Context: an optimization exercise on an open-source flow, tuned for small area. The choices shown serve that exercise and are no tape-out recipe. Only simulation tests tie the RTL to the original design; equivalence was not proved. Power figures rest on the tool's default switching activity, not on a simulated workload.

run A:
// motion_ctrl_top
module motion_ctrl_top (
    input  logic                           sys_clk,
    input  logic                           rst_n,
    input  logic                           bus_wr,
    input  logic                           bus_rd,
    input  logic [16-1:0]      bus_addr,
    input  logic [32-1:0]      bus_wdata,
    output logic [32-1:0]      bus_rdata,
    output logic                           rd_valid,
    input  logic [32-1:0]      gpio_in,
    output logic [32-1:0]      gpio_out,
    input  logic [2-1:0] motor_estop,
    output logic [2-1:0] motor_enable,
    output logic [2-1:0] motor_dir,
    output logic [2-1:0] motor_pulse,
    output logic [2-1:0] motor_irq
);
    localparam int NM = 2;
    logic [7:0] blk;
    logic [3:0] idx;
    logic       hit_go, hit_gi;
    logic [NM-1:0] hit_m;
    logic       idx0, idx1, idx2, idx3;
    assign blk    = bus_addr[15:8];
    assign idx    = bus_addr[3:0];
    assign hit_go = (blk == 8'h00);
    assign hit_gi = (blk == 8'h01);
    for (genvar m = 0; m < NM; m++) begin : g_hit
        assign hit_m[m] = (blk == 8'(8'h10 + m));
    end
    assign idx0 = (idx == 4'd0);
    assign idx1 = (idx == 4'd1);
    assign idx2 = (idx == 4'd2);
    assign idx3 = (idx == 4'd3);
    logic [16-1:0] wdata_r;
    assign wdata_r = bus_wdata[16-1:0] & {16{rst_n}};
    gpio_out_group u_gpio_out (
        .sys_clk   (sys_clk),
        .rst_n     (rst_n),
        .wr_direct (bus_wr & hit_go & idx0),
        .wr_set    (bus_wr & hit_go & idx1),
        .wr_clr    (bus_wr & hit_go & idx2),
        .wdata     (bus_wdata[32-1:0]),
        .gpio_out  (gpio_out)
    );
    logic [32-1:0] gi_mode, gi_sampled;
    gpio_in_group u_gpio_in (
        .sys_clk (sys_clk),
        .rst_n   (rst_n),
        .wr_mode (bus_wr & hit_gi & idx0),
        .wdata   (bus_wdata[32-1:0]),
        .gpio_in (gpio_in),
        .mode    (gi_mode),
  ...
==> flow/config.mk <==
export PLATFORM = sky130hd
export DESIGN_NAME = motion_ctrl_top
export DESIGN_NICKNAME = motion_ctrl_top
export VERILOG_FILES = /design/flow/design.v
export SDC_FILE = /design/flow/constraint.sdc
export NUM_CORES = 4
export LEC_CHECK = 0
export CAP_MARGIN = 20
export CORE_MARGIN = 2
export CORE_UTILIZATION = 40
export SLEW_MARGIN = 20
==> flow/constraint.sdc <==
create_clock -name core_clock -period 5.0 [get_ports {sys_clk}]
set_input_delay 1.0000 -clock core_clock [delete_from_list [all_inputs] [get_ports {sys_clk}]]
set_output_delay 1.0000 -clock core_clock [all_outputs]
set_load 0.01 [all_outputs]
standard.sh (not shown) runs the stock make flow with config.mk's settings and CLKGATE_MAP_FILE= SYNTH_SCRIPT=/design/flow/synth_recipe.tcl, a recipe that flattens the netlist after the stock synthesis.
==> flow/flow/run.sh <==
#!/bin/bash
# The standard layout (standard.sh) with an area-oriented ABC script in
# synthesis, the smallest buffer on the ports and a clock tree of a few
# large clusters without dummy loads.
set -euo pipefail
here=$(pwd)
export MY_ABC_SCRIPT="$here/flow/abc_area.script"
export BUFFER_PORTS_ARGS="-buffer_cell sky130_fd_sc_hd__buf_1"
export CTS_ARGS="-sink_clustering_enable -repair_clock_nets -dont_use_dummy_load -sink_clustering_size 24 -sink_clustering_max_diameter 80"
bash standard.sh SYNTH_SCRIPT="$here/flow/synth.tcl" finish > standard_flow.log 2>&1
==> flow/flow/abc_area.script <==
strash
&get -n
&st
&dch
&nf -a
&put
==> flow/flow/synth.tcl <==
# synth_recipe.tcl with an area-oriented ABC script for the logic mapping;
# flip-flop mapping, flattening and renaming as in the standard synthesis.
proc synth {args} { yosys synth -nofsm -noshare {*}$args }
proc abc {args} {
  set i [lsearch -exact $args -script]
  if {$i >= 0} {
    set args [lreplace $args $i [expr {$i + 1}] -script $::env(MY_ABC_SCRIPT)]
  }
  yosys abc {*}$args
}
source $::env(SCRIPTS_DIR)/synth.tcl
# left out here: clear keep_hierarchy, flatten, clean up, hide names made inside functions, write 1_2_yosys.v
### run A -> run B
diff --git a/flow/flow/run.sh b/flow/flow/run.sh
--- a/flow/flow/run.sh
+++ b/flow/flow/run.sh
@@ -9 +9 @@
-export CTS_ARGS="-sink_clustering_enable -repair_clock_nets -dont_use_dummy_load -sink_clustering_size 24 -sink_clustering_max_diameter 80"
+export CTS_ARGS="-sink_clustering_enable -repair_clock_nets -dont_use_dummy_load -sink_clustering_size 10 -sink_clustering_max_diameter 40 -buf_list sky130_fd_sc_hd__clkbuf_4 -root_buf sky130_fd_sc_hd__clkbuf_8 -tree_buf sky130_fd_sc_hd__clkbuf_8 -sink_clustering_buffer sky130_fd_sc_hd__clkbuf_4"
==> flow/flow/abc_area.script <==
strash
&get -n
&st
&syn2
&dch -f
&nf -a
&put
Findings:
Of run B and run A, the lower number of buffers created by CTS belongs to run A.
Max via count of the first global-routing pass across run B and run A: run B
Comparing final period demand of the worst path for run B and run A, the bigger number came from run B.
Run B ends up with lower register-to-register slack than run A does.
--- input diff run B..run C ---
diff --git a/flow/flow/run.sh b/flow/flow/run.sh
--- a/flow/flow/run.sh
+++ b/flow/flow/run.sh
@@ -9 +9 @@
-export CTS_ARGS="-sink_clustering_enable -repair_clock_nets -dont_use_dummy_load -sink_clustering_size 10 -sink_clustering_max_diameter 40 -buf_list sky130_fd_sc_hd__clkbuf_4 -root_buf sky130_fd_sc_hd__clkbuf_8 -tree_buf sky130_fd_sc_hd__clkbuf_8 -sink_clustering_buffer sky130_fd_sc_hd__clkbuf_4"
+export CTS_ARGS="-sink_clustering_enable -repair_clock_nets -dont_use_dummy_load -sink_clustering_size 16 -sink_clustering_max_diameter 60 -buf_list sky130_fd_sc_hd__clkbuf_8"
==> flow/flow/abc_area.script <==
strash
&get -n
&st
&syn2
&dch -f
&nf -R 1000 -F 8 -A 8 -C 32 -p
&put
Findings:
- Across run B and run C, the outcome is the same: a clean finish for every run.
- Relative to run B, count of cells along the worst register-to-register path increased by 2 in run C.
- Compared with run B, in run C power dissipated by switching net loads dropped 3.3%, post-route total power dropped about 0.4%, number of antenna violations at the first check in global routing dropped 2.
- In run C the count of clock-buffer cells in the layout turned out about 40% lower than in run B.
- [compare] base=run B new=run C: normalized max-slew margin now sits lower, synthesized instance count now sits at about the same level, core utilization of the finished layout now sits at about the same level, global-route met3 utilization now sits lower, critical path depth now sits higher.
- Of the two values seen for capture point of the worst path, g_motor[1].u_motor.steps_left[14]$_DFF_P_ was produced by run B and g_motor[0].u_motor.steps_left[11]$_DFF_P_ by run C.
- Compared to run B, run C shows a wider setup margin.
Inputs modified between run C and run D:
==> flow/flow/run.sh <==
#!/bin/bash
# Standard ORFS layout (the standard.sh, unchanged synthesis) with:
#  - the smallest buffer for the port buffers,
#  - clock tree from small clock buffers without dummy loads,
#  - non-critical gates downsized after global routing.
set -euo pipefail
export BUFFER_PORTS_ARGS="-buffer_cell sky130_fd_sc_hd__buf_1"
export CTS_ARGS="-sink_clustering_enable -repair_clock_nets -dont_use_dummy_load -buf_list sky130_fd_sc_hd__clkbuf_4"
export RECOVER_POWER=100
bash standard.sh finish > standard_flow.log 2>&1
removed: flow/flow/abc_area.script
removed: flow/flow/synth.tcl
## What came out
- Run D ran in full, but the layout does not pass; the checks complain about capacitance limit, slew limit.
- Run C was smaller in final cell area than run D.
- | arrival time reported for the critical path endpoint | run D vs run C | 0.79 ns higher |
- NOTE: register share of total power in run D falls short of that of run C
- Compared to run C, the router laid down more metal wire for run D.
- Delta (run D minus run C): met1 track utilization from global routing now sits higher, number of max-capacitance violations reported went up 3.
- Final standard cell count with taps included and fillers excluded grows by a little under 10% when moving from run C to run D.
- Going from run C to run D, the TritonCTS buffer count was found to have gone up by about 220%.
- A start point of the critical path of bus_addr[9] is what run D shows, while g_motor[0].u_motor.phase_cnt[12]$_DFF_P_ belongs to run C.
Modified inputs, run E compared to run D
==> flow/flow/run.sh <==
#!/bin/bash
# The standard layout (standard.sh) with an area-oriented ABC script in
# synthesis, the smallest buffer on the ports and a clock tree of a few
# large clusters without dummy loads.
set -euo pipefail
here=$(pwd)
export MY_ABC_SCRIPT="$here/flow/abc_area.script"
export BUFFER_PORTS_ARGS="-buffer_cell sky130_fd_sc_hd__buf_1"
export CTS_ARGS="-sink_clustering_enable -repair_clock_nets -dont_use_dummy_load -sink_clustering_size 16 -sink_clustering_max_diameter 60 -buf_list sky130_fd_sc_hd__clkbuf_8"
bash standard.sh SYNTH_SCRIPT="$here/flow/synth.tcl" finish > standard_flow.log 2>&1
==> flow/flow/abc_area.script (new file) <==
strash
&get -n
&st
&dch
&nf -a
&put
==> flow/flow/synth.tcl (new file) <==
# synth_recipe.tcl with an area-oriented ABC script for the logic mapping;
# flip-flop mapping, flattening and renaming as in the standard synthesis.
proc synth {args} { yosys synth -nofsm -noshare {*}$args }
proc abc {args} {
  set i [lsearch -exact $args -script]
  if {$i >= 0} {
    set args [lreplace $args $i [expr {$i + 1}] -script $::env(MY_ABC_SCRIPT)]
  }
  yosys abc {*}$args
}
source $::env(SCRIPTS_DIR)/synth.tcl
# left out here: clear keep_hierarchy, flatten, clean up, hide names made inside functions, write 1_2_yosys.v
[summary]
Run E: share of cell area taken by multi-input logic gates lower than run D. Changes observed in run E relative to run D: average instance area after synthesis rose 4.4%, worst setup slack rose 0.50 ns. Run E ended with every stage complete and zero timing, DRC or antenna violations.
What run F does differently from run E at the input level:
- putting CTS_BUF_LIST at sky130_fd_sc_hd__clkbuf_4 where nothing was set
- swapping 40 for 60 in CORE_UTILIZATION
==> flow/run.sh (new file) <==
#!/bin/bash
# synth_recipe.tcl (not shown) runs the flow's synth.tcl, then flattens the netlist and writes it again
# the make line also repeats each setting of config.mk as NAME=value (left out here)
make -C /OpenROAD-flow-scripts/flow DESIGN_CONFIG=/design/flow/config.mk WORK_HOME=/design/flow/orfs CLKGATE_MAP_FILE= SYNTH_SCRIPT=/design/flow/synth_recipe.tcl finish
removed: flow/flow/run.sh
removed: flow/flow/abc_area.script
removed: flow/flow/synth.tcl
removed: flow/standard.sh
Results
Delta (run F minus run E): sequential share of layout area went down; total stage count of the critical path shows a reduction of 2; biggest fanout along the worst timing path climbed 17; final area picked up an extra 14%; count of non-filler cells in the finished layout climbed 3.4%.
Relative contribution of combinational cells to total power delta for run F relative to run E: 0.5 points higher
Compared with run E, run F shows a maximum frequency that is 32 MHz higher.
Run F does better than run E on relative slew slack.
According to the power report, total power for run F is higher than for run E.
In run F, number of buffers and inverters on the critical path is higher than in run E.

== wip/delta ==
motion_ctrl_top again, from the RTL that the note above started with.
## motion_ctrl_top
module motion_ctrl_top (
    input  logic                           sys_clk,
    input  logic                           rst_n,
    input  logic                           bus_wr,
    input  logic                           bus_rd,
    input  logic [16-1:0]      bus_addr,
    input  logic [32-1:0]      bus_wdata,
    output logic [32-1:0]      bus_rdata,
    output logic                           rd_valid,
    input  logic [32-1:0]      gpio_in,
    output logic [32-1:0]      gpio_out,
    input  logic [2-1:0] motor_estop,
    output logic [2-1:0] motor_enable,
    output logic [2-1:0] motor_dir,
    output logic [2-1:0] motor_pulse,
    output logic [2-1:0] motor_irq
);
clock: 5.0 ns
lec_check: 0
cap_margin: 20
core_margin: 2
core_utilization: 40
slew_margin: 20
run.sh (not shown) runs the stock make flow with config.mk's settings and CLKGATE_MAP_FILE= SYNTH_SCRIPT=/design/flow/synth_recipe.tcl, a recipe that flattens the netlist after the stock synthesis.
Stock flow here: none of the scripts above is used.
Looking at the reports, wip/delta completed the entire flow and the layout it produced met the timing, DRC and antenna checks.
Here is what was changed in the inputs of wip/quartz compared with wip/delta.
==> flow/flow/run.sh (new file) <==
#!/bin/bash
# The standard layout (standard.sh, unchanged synthesis), with the
# smallest buffer on the ports and a clock tree of a few large clusters
# without dummy loads.
set -euo pipefail
export BUFFER_PORTS_ARGS="-buffer_cell sky130_fd_sc_hd__buf_1"
export CTS_ARGS="-sink_clustering_enable -repair_clock_nets -dont_use_dummy_load -sink_clustering_size 24 -sink_clustering_max_diameter 80"
bash standard.sh finish > standard_flow.log 2>&1
==> flow/standard.sh (new file) <==
#!/bin/bash
# synth_recipe.tcl (not shown) runs the flow's synth.tcl, then flattens the netlist and writes it again
# the make line also repeats each setting of config.mk as NAME=value (left out here)
make -C /OpenROAD-flow-scripts/flow DESIGN_CONFIG=/design/flow/config.mk WORK_HOME=/design/flow/orfs CLKGATE_MAP_FILE= SYNTH_SCRIPT=/design/flow/synth_recipe.tcl "${@:-finish}"
removed: flow/run.sh
Notes after the runs:
wip/quartz: full flow OK, the timing, DRC and antenna checks passed
On total sequential power, wip/quartz and wip/delta are basically level.
Comparing wip/quartz with wip/delta, the global routing usage on met3 came out essentially unchanged.
Of wip/quartz and wip/delta, the run reporting the higher final setup skew was wip/quartz.
Changes observed in wip/quartz relative to wip/delta: worst voltage drop across the vdd grid dropped about 26%, clock transition at the registers of the reported paths barely changed.
The buffer count excluding the clock tree in the final layout number comes out higher for wip/delta vs wip/quartz.
Compared with wip/delta, wip/quartz shows a lower delay of the slowest cell on the worst path.
wip/quartz -> wip/delta: row count delta 0, exact match
The lower count of clock-buffer cells in the layout of wip/quartz and wip/delta is in wip/quartz.
Per the comparison of wip/quartz with wip/delta, power density of the placed cells shows a reduction of 11%, total routing resource utilization after global routing shows a reduction of 0.62 points.
Relative to wip/quartz, the following input files were edited for wip/onyx:
==> flow/flow/run.sh <==
#!/bin/bash
# The standard layout (standard.sh) with an area-oriented ABC script in
# synthesis, the smallest buffer on the ports and a clock tree of a few
# large clusters without dummy loads.
set -euo pipefail
here=$(pwd)
export MY_ABC_SCRIPT="$here/flow/abc_area.script"
export BUFFER_PORTS_ARGS="-buffer_cell sky130_fd_sc_hd__buf_1"
export CTS_ARGS="-sink_clustering_enable -repair_clock_nets -dont_use_dummy_load -sink_clustering_size 16 -sink_clustering_max_diameter 60 -buf_list sky130_fd_sc_hd__clkbuf_8"
bash standard.sh SYNTH_SCRIPT="$here/flow/synth.tcl" finish > standard_flow.log 2>&1
==> flow/flow/abc_area.script (new file) <==
strash
&get -n
&st
&syn2
&dch -f
&nf -a
&put
==> flow/flow/synth.tcl (new file) <==
# synth_recipe.tcl with an area-oriented ABC script for the logic mapping;
# flip-flop mapping, flattening and renaming as in the standard synthesis.
proc synth {args} { yosys synth -nofsm -noshare {*}$args }
proc abc {args} {
  set i [lsearch -exact $args -script]
  if {$i >= 0} {
    set args [lreplace $args $i [expr {$i + 1}] -script $::env(MY_ABC_SCRIPT)]
  }
  yosys abc {*}$args
}
source $::env(SCRIPTS_DIR)/synth.tcl
# left out here: clear keep_hierarchy, flatten, clean up, hide names made inside functions, write 1_2_yosys.v
Notes after the runs:
wip/onyx vs wip/quartz: pin slew with the least headroom to its limit up in wip/onyx
Compared with wip/quartz, wip/onyx shows non-clock buffer count lower by 1.7%.
For the critical path depth, wip/onyx came in 2 higher than wip/quartz did.
The lower maximum vdd drop came out of wip/quartz.
The cell area after technology mapping of wip/onyx is lower than that of wip/quartz.
wip/quartz was larger in final cell area than wip/onyx.
Hold slack, wip/onyx and wip/quartz: lower on wip/quartz
On routed wire length, the lower figure sits with wip/onyx, not wip/quartz.
wip/onyx gives less fmax than wip/quartz did.

The RTL this note starts from:
==> flow/design.v <==
`timescale 1ns/10ps
`default_nettype none
module gpio_out_group (
    input  logic                       sys_clk,
    input  logic                       rst_n,
    input  logic                       wr_direct,
    input  logic                       wr_set,
    input  logic                       wr_clr,
    input  logic [32-1:0]  wdata,
    output logic [32-1:0]  gpio_out
);
    logic [32-1:0] state;
    logic ld, keep;
    assign ld   = rst_n & (wr_direct | wr_set);
    assign keep = rst_n & ~wr_direct;
    always_ff @(posedge sys_clk) begin
        state <= (wdata & {32{ld}})
               | (state & {32{keep}} & ~(wdata & {32{wr_clr}}));
    end
    assign gpio_out = state;
endmodule
`default_nettype wire
`timescale 1ns/10ps
`default_nettype none
module gpio_in_group (
    input  logic                       sys_clk,
    input  logic                       rst_n,
    input  logic                       wr_mode,
    input  logic [32-1:0]  wdata,
    input  logic [32-1:0]  gpio_in,
    output logic [32-1:0]  mode,
    output logic [32-1:0]  sampled
);
    logic [32-1:0] sync_q1;
    logic [32-1:0] sync_q2;
    logic rst_d1, rst_d2;
    logic clr;
    always_ff @(posedge sys_clk) begin
        sync_q1 <= gpio_in;
        sync_q2 <= sync_q1;
    end
    always_ff @(posedge sys_clk) begin
        rst_d1 <= ~rst_n;
        rst_d2 <= rst_d1;
    end
    assign clr = ~rst_n | rst_d1 | rst_d2;
    logic [32-1:0] mode_n;
    logic ld, keep;
    assign ld   = wr_mode & rst_n;
    assign keep = ~wr_mode & rst_n;
    always_ff @(posedge sys_clk) begin
        mode_n <= (~wdata & {32{ld}}) | (mode_n & {32{keep}});
    end
    assign mode = ~mode_n;
    always_ff @(posedge sys_clk) begin
        sampled <= ((sampled & ~mode) | (sync_q2 & mode)) & {32{~clr}};
    end
endmodule
`default_nettype wire
`timescale 1ns/10ps
`default_nettype none
module step_pulse_gen (
    input  logic                        sys_clk,
    input  logic                        rst_n,
    input  logic                        wr_ctrl,
    input  logic                        wr_hp,
    input  logic                        wr_sc,
    input  logic                        wr_status,
    input  logic [16-1:0]   wdata,
    input  logic                        motor_estop,
    output logic [16-1:0] half_period,
    output logic [16-1:0]   step_count,
    output logic [2:0]                  status,
    output logic                        motor_enable,
    output logic                        motor_dir,
    output logic                        motor_pulse,
    output logic                        motor_irq
);
    logic                        ctrl_en;
    logic                        ctrl_dir;
    logic                        busy;
    logic                        done;
    logic                        estop_latched;
    logic [16-1:0] phase_cnt;
    logic [16-1:0]   steps_left;
    logic phase_end, last_step, low_end, start, abort, finish;
    logic ld_ctrl, ld_hp, ld_sc, keep_ctrl, keep_hp, keep_sc;
    assign ld_ctrl   = wr_ctrl & rst_n;
    assign ld_hp     = wr_hp & rst_n;
    assign ld_sc     = wr_sc & rst_n;
    assign keep_ctrl = ~wr_ctrl & rst_n;
    assign keep_hp   = ~wr_hp & rst_n;
    assign keep_sc   = ~wr_sc & rst_n;
    always_ff @(posedge sys_clk) begin
        ctrl_en     <= (wdata[0] & ld_ctrl) | (ctrl_en & keep_ctrl);
        ctrl_dir    <= (wdata[1] & ld_ctrl) | (ctrl_dir & keep_ctrl);
        half_period <= (wdata & {16{ld_hp}})
                     | (half_period & {16{keep_hp}});
        step_count  <= (wdata & {16{ld_sc}})
                     | (step_count & {16{keep_sc}});
    end
    assign phase_end = ~|phase_cnt[16-1:1];
    assign last_step = (steps_left == 16'(1));
    assign low_end   = busy & ~motor_pulse & phase_end;
    assign start     = wr_sc & ctrl_en & ~busy & (|wdata);
    assign abort     = busy & (motor_estop | (wr_ctrl & ~wdata[0]));
    assign finish    = low_end & last_step;
    always_ff @(posedge sys_clk) begin
        if (!busy || phase_end) begin
            phase_cnt <= half_period;
        end else begin
            phase_cnt <= phase_cnt - 16'(1);
        end
    end
    always_ff @(posedge sys_clk) begin
        steps_left <= busy ? steps_left - 16'(low_end) : wdata;
    end
    always_ff @(posedge sys_clk) begin
        if (!rst_n) begin
            busy        <= 1'b0;
            motor_pulse <= 1'b0;
        end else if (abort) begin
            busy        <= 1'b0;
            motor_pulse <= 1'b0;
        end else if (!busy) begin
            busy        <= start;
            motor_pulse <= start;
        end else if (phase_end) begin
            busy        <= ~(~motor_pulse & last_step);
            motor_pulse <= ~motor_pulse & ~last_step;
        end
    end
    always_ff @(posedge sys_clk) begin
        if (!rst_n) begin
            done <= 1'b0;
        end else if (!abort && finish) begin
            done <= 1'b1;
        end else if (wr_status || start) begin
            done <= 1'b0;
        end
    end
    always_ff @(posedge sys_clk) begin
        if (!rst_n) begin
            estop_latched <= 1'b0;
        end else if (busy && motor_estop) begin
            estop_latched <= 1'b1;
        end else if (wr_status) begin
            estop_latched <= 1'b0;
        end
    end
    assign status       = {estop_latched, done, busy};
    assign motor_enable = ctrl_en;
    assign motor_dir    = ctrl_dir;
    assign motor_irq    = done;
endmodule
`default_nettype wire
`timescale 1ns/10ps
`default_nettype none
module motion_ctrl_top (
    input  logic                           sys_clk,
    input  logic                           rst_n,
    input  logic                           bus_wr,
    input  logic                           bus_rd,
    input  logic [16-1:0]      bus_addr,
    input  logic [32-1:0]      bus_wdata,
    output logic [32-1:0]      bus_rdata,
    output logic                           rd_valid,
    input  logic [32-1:0]      gpio_in,
    output logic [32-1:0]      gpio_out,
    input  logic [2-1:0] motor_estop,
    output logic [2-1:0] motor_enable,
    output logic [2-1:0] motor_dir,
    output logic [2-1:0] motor_pulse,
    output logic [2-1:0] motor_irq
);
    localparam int NM = 2;
    logic [7:0] blk;
    logic [3:0] idx;
    logic       hit_go, hit_gi;
    logic [NM-1:0] hit_m;
    logic       idx0, idx1, idx2, idx3;
    assign blk    = bus_addr[15:8];
    assign idx    = bus_addr[3:0];
    assign hit_go = (blk == 8'h00);
    assign hit_gi = (blk == 8'h01);
    for (genvar m = 0; m < NM; m++) begin : g_hit
        assign hit_m[m] = (blk == 8'(8'h10 + m));
    end
    assign idx0 = (idx == 4'd0);
    assign idx1 = (idx == 4'd1);
    assign idx2 = (idx == 4'd2);
    assign idx3 = (idx == 4'd3);
    gpio_out_group u_gpio_out (
        .sys_clk   (sys_clk),
        .rst_n     (rst_n),
        .wr_direct (bus_wr & hit_go & idx0),
        .wr_set    (bus_wr & hit_go & idx1),
        .wr_clr    (bus_wr & hit_go & idx2),
        .wdata     (bus_wdata[32-1:0]),
        .gpio_out  (gpio_out)
    );
    logic [32-1:0] gi_mode, gi_sampled;
    gpio_in_group u_gpio_in (
        .sys_clk (sys_clk),
        .rst_n   (rst_n),
        .wr_mode (bus_wr & hit_gi & idx0),
        .wdata   (bus_wdata[32-1:0]),
        .gpio_in (gpio_in),
        .mode    (gi_mode),
        .sampled (gi_sampled)
    );
    logic [NM-1:0][16-1:0] m_hp;
    logic [NM-1:0][16-1:0]   m_sc;
    logic [NM-1:0][2:0]                  m_status;
    for (genvar m = 0; m < NM; m++) begin : g_motor
        step_pulse_gen u_motor (
            .sys_clk      (sys_clk),
            .rst_n        (rst_n),
            .wr_ctrl      (bus_wr & hit_m[m] & idx0),
            .wr_hp        (bus_wr & hit_m[m] & idx1),
            .wr_sc        (bus_wr & hit_m[m] & idx2),
            .wr_status    (bus_wr & hit_m[m] & idx3),
            .wdata        (bus_wdata[16-1:0]),
            .motor_estop  (motor_estop[m]),
            .half_period  (m_hp[m]),
            .step_count   (m_sc[m]),
            .status       (m_status[m]),
            .motor_enable (motor_enable[m]),
            .motor_dir    (motor_dir[m]),
            .motor_pulse  (motor_pulse[m]),
            .motor_irq    (motor_irq[m])
        );
    end
    logic [32-1:0] rd_next;
    logic rd_go, rd_mode, rd_smp;
    logic [NM-1:0] rd_ctrl, rd_hp, rd_sc, rd_st;
    assign rd_go   = bus_rd & hit_go & (idx0 | idx1 | idx2);
    assign rd_mode = bus_rd & hit_gi & idx0;
    assign rd_smp  = bus_rd & hit_gi & idx1;
    for (genvar m = 0; m < NM; m++) begin : g_rsel
        assign rd_ctrl[m] = bus_rd & hit_m[m] & idx0;
        assign rd_hp[m]   = bus_rd & hit_m[m] & idx1;
        assign rd_sc[m]   = bus_rd & hit_m[m] & idx2;
        assign rd_st[m]   = bus_rd & hit_m[m] & idx3;
    end
    always_comb begin
        rd_next = (bus_rdata & {32{~bus_rd}})       
                | 32'(gpio_out & {32{rd_go}})
                | 32'(gi_mode & {32{rd_mode}})
                | 32'(gi_sampled & {32{rd_smp}});
        for (int m = 0; m < NM; m++) begin
            rd_next = rd_next
                    | 32'({motor_dir[m], motor_enable[m]} & {2{rd_ctrl[m]}})
                    | 32'(m_hp[m] & {16{rd_hp[m]}})
                    | 32'(m_sc[m] & {16{rd_sc[m]}})
                    | 32'(m_status[m] & {3{rd_st[m]}});
        end
    end
    always_ff @(posedge sys_clk) begin
        bus_rdata <= rd_next;
    end
    always_ff @(posedge sys_clk) begin
        if (!rst_n) begin
            rd_valid <= 1'b0;
        end else begin
            rd_valid <= bus_rd;
        end
    end
endmodule
`default_nettype wire
==> flow/config.mk <==
export PLATFORM = sky130hd
export DESIGN_NAME = motion_ctrl_top
export DESIGN_NICKNAME = motion_ctrl_top
export VERILOG_FILES = /design/flow/design.v
export SDC_FILE = /design/flow/constraint.sdc
export NUM_CORES = 4
export LEC_CHECK = 0
export CAP_MARGIN = 20
export CORE_MARGIN = 2
export CORE_UTILIZATION = 40
export SLEW_MARGIN = 20
==> flow/constraint.sdc <==
create_clock -name core_clock -period 5.0 [get_ports {sys_clk}]
set_input_delay 1.0000 -clock core_clock [delete_from_list [all_inputs] [get_ports {sys_clk}]]
set_output_delay 1.0000 -clock core_clock [all_outputs]
set_load 0.01 [all_outputs]
standard.sh (not shown) runs the stock make flow with config.mk's settings and CLKGATE_MAP_FILE= SYNTH_SCRIPT=/design/flow/synth_recipe.tcl, a recipe that flattens the netlist after the stock synthesis.
==> flow/flow/run.sh <==
#!/bin/bash
# The standard layout (standard.sh) with these changes:
#  - synthesis: the same script as synth_recipe.tcl, but the logic mapping
#    (ABC) is tried with several area-oriented scripts and the smallest
#    mapping is kept (flip-flop mapping, flattening and names unchanged);
#  - the smallest buffer (buf_1) on the ports;
#  - a clock tree of small clusters driven by clkbuf_8, without dummy loads.
# All output goes to standard_flow.log here; ORFS keeps each step's log
# under orfs/logs/.
set -euo pipefail
here=$(pwd)
scripts=""
for s in T2 U4 W1 W4 W6 W8; do
  scripts="$scripts${scripts:+:}$here/flow/abc_$s.script"
done
export MY_ABC_SCRIPTS="$scripts"
export BUFFER_PORTS_ARGS="-buffer_cell sky130_fd_sc_hd__buf_1"
export CTS_ARGS="-sink_clustering_enable -repair_clock_nets -dont_use_dummy_load -sink_clustering_size 12 -sink_clustering_max_diameter 40 -buf_list sky130_fd_sc_hd__clkbuf_4 -root_buf sky130_fd_sc_hd__clkbuf_8 -tree_buf sky130_fd_sc_hd__clkbuf_8 -sink_clustering_buffer sky130_fd_sc_hd__clkbuf_4"
bash standard.sh SYNTH_SCRIPT="$here/flow/synth.tcl" finish > standard_flow.log 2>&1
Other scripts of this flow, unchanged in this note and not shown: flow/flow/abc_T2.script, flow/flow/abc_U4.script, flow/flow/abc_W1.script, flow/flow/abc_W4.script, flow/flow/abc_W6.script, flow/flow/abc_W8.script, flow/flow/synth.tcl
Edit:
--- a/flow/flow/run.sh
+++ b/flow/flow/run.sh
@@ -18 +18 @@
-export CTS_ARGS="-sink_clustering_enable -repair_clock_nets -dont_use_dummy_load -sink_clustering_size 12 -sink_clustering_max_diameter 40 -buf_list sky130_fd_sc_hd__clkbuf_4 -root_buf sky130_fd_sc_hd__clkbuf_8 -tree_buf sky130_fd_sc_hd__clkbuf_8 -sink_clustering_buffer sky130_fd_sc_hd__clkbuf_4"
+export CTS_ARGS="-sink_clustering_enable -repair_clock_nets -dont_use_dummy_load -sink_clustering_size 16 -sink_clustering_max_diameter 60 -buf_list sky130_fd_sc_hd__clkbuf_8"
Settings changed: CORE_UTILIZATION 40 to 80, PLACE_DENSITY from default to 0.92.
Via count climbs by 15%.
Wire length rose by 7.4%.
Worst setup slack is worse by 79 ps.
Edit:
Settings changed: CORE_UTILIZATION 80 to 40, PLACE_DENSITY 0.92 to 0.4.
Outcome: Utilization falls by 45 points. Clock skew climbs by 29 ps. Register-to-register slack improved by 160 ps. Final area rises by a few percent. Global-route usage came out lower by 21 points. Total power went up by a few percent.

## re-timing with driven ports
The flow's constraints put no driver on any port. The routed layouts listed below were extracted and timed again, unchanged, in two steps. Step 1 (the two cells are an assumption about what drives the block):
set clk [get_ports {sys_clk}]
set_driving_cell -lib_cell sky130_fd_sc_hd__clkbuf_16 $clk
set_driving_cell -lib_cell sky130_fd_sc_hd__buf_2 [delete_from_list [all_inputs] $clk]
Step 2 moves the port delays by t, midway between the first and last clock arrival at a register: inputs arrive t later, outputs are due t later. That takes back most of the time a late clock gives input paths. a / b / c = ideal / step 1 / step 2; a / b = the first two.
| run | t, ns | setup slack, ns | clock arrival spread, ns | worst data-port slew with drivers (ns) |
|---|---|---|---|---|
| run A | 0.538 | 1.563 / 1.563 / 1.420 | 0.057 / 0.057 | 0.05 |
| run B | 0.574 | 1.013 / 1.013 / 1.013 | 0.070 / 0.070 | 0.06 |
| run C | 0.605 | 1.999 / 1.999 / 1.569 | 0.063 / 0.063 | 0.05 |
| run D | 0.723 | 1.050 / 1.077 / 0.354 | 0.081 / 0.082 | 0.06 |
| run E | 0.603 | 1.551 / 1.551 / 1.372 | 0.070 / 0.070 | 0.05 |
| run F | 0.734 | 1.894 / 1.915 / 1.181 | 0.047 / 0.047 | 0.05 |
| wip/delta | 0.561 | 1.736 / 1.770 / 1.209 | 0.023 / 0.023 | 0.06 |
| wip/quartz | 0.551 | 1.771 / 1.770 / 1.219 | 0.054 / 0.053 | 0.07 |
| wip/onyx | 0.608 | 1.098 / 1.098 / 1.098 | 0.044 / 0.044 | 0.07 |
| the first run of note 3 | 0.583 | 1.315 / 1.315 / 1.315 | 0.074 / 0.075 | 0.05 |
| the second run of note 3 | 0.599 | 1.235 / 1.235 / 1.235 | 0.030 / 0.030 | 0.10 |
| the third run of note 3 | 0.625 | 1.395 / 1.395 / 1.395 | 0.059 / 0.059 | 0.05 |
The setup slack of run F, which loses most, moves by +0.021 ns with the drivers and by -0.713 ns with both steps.
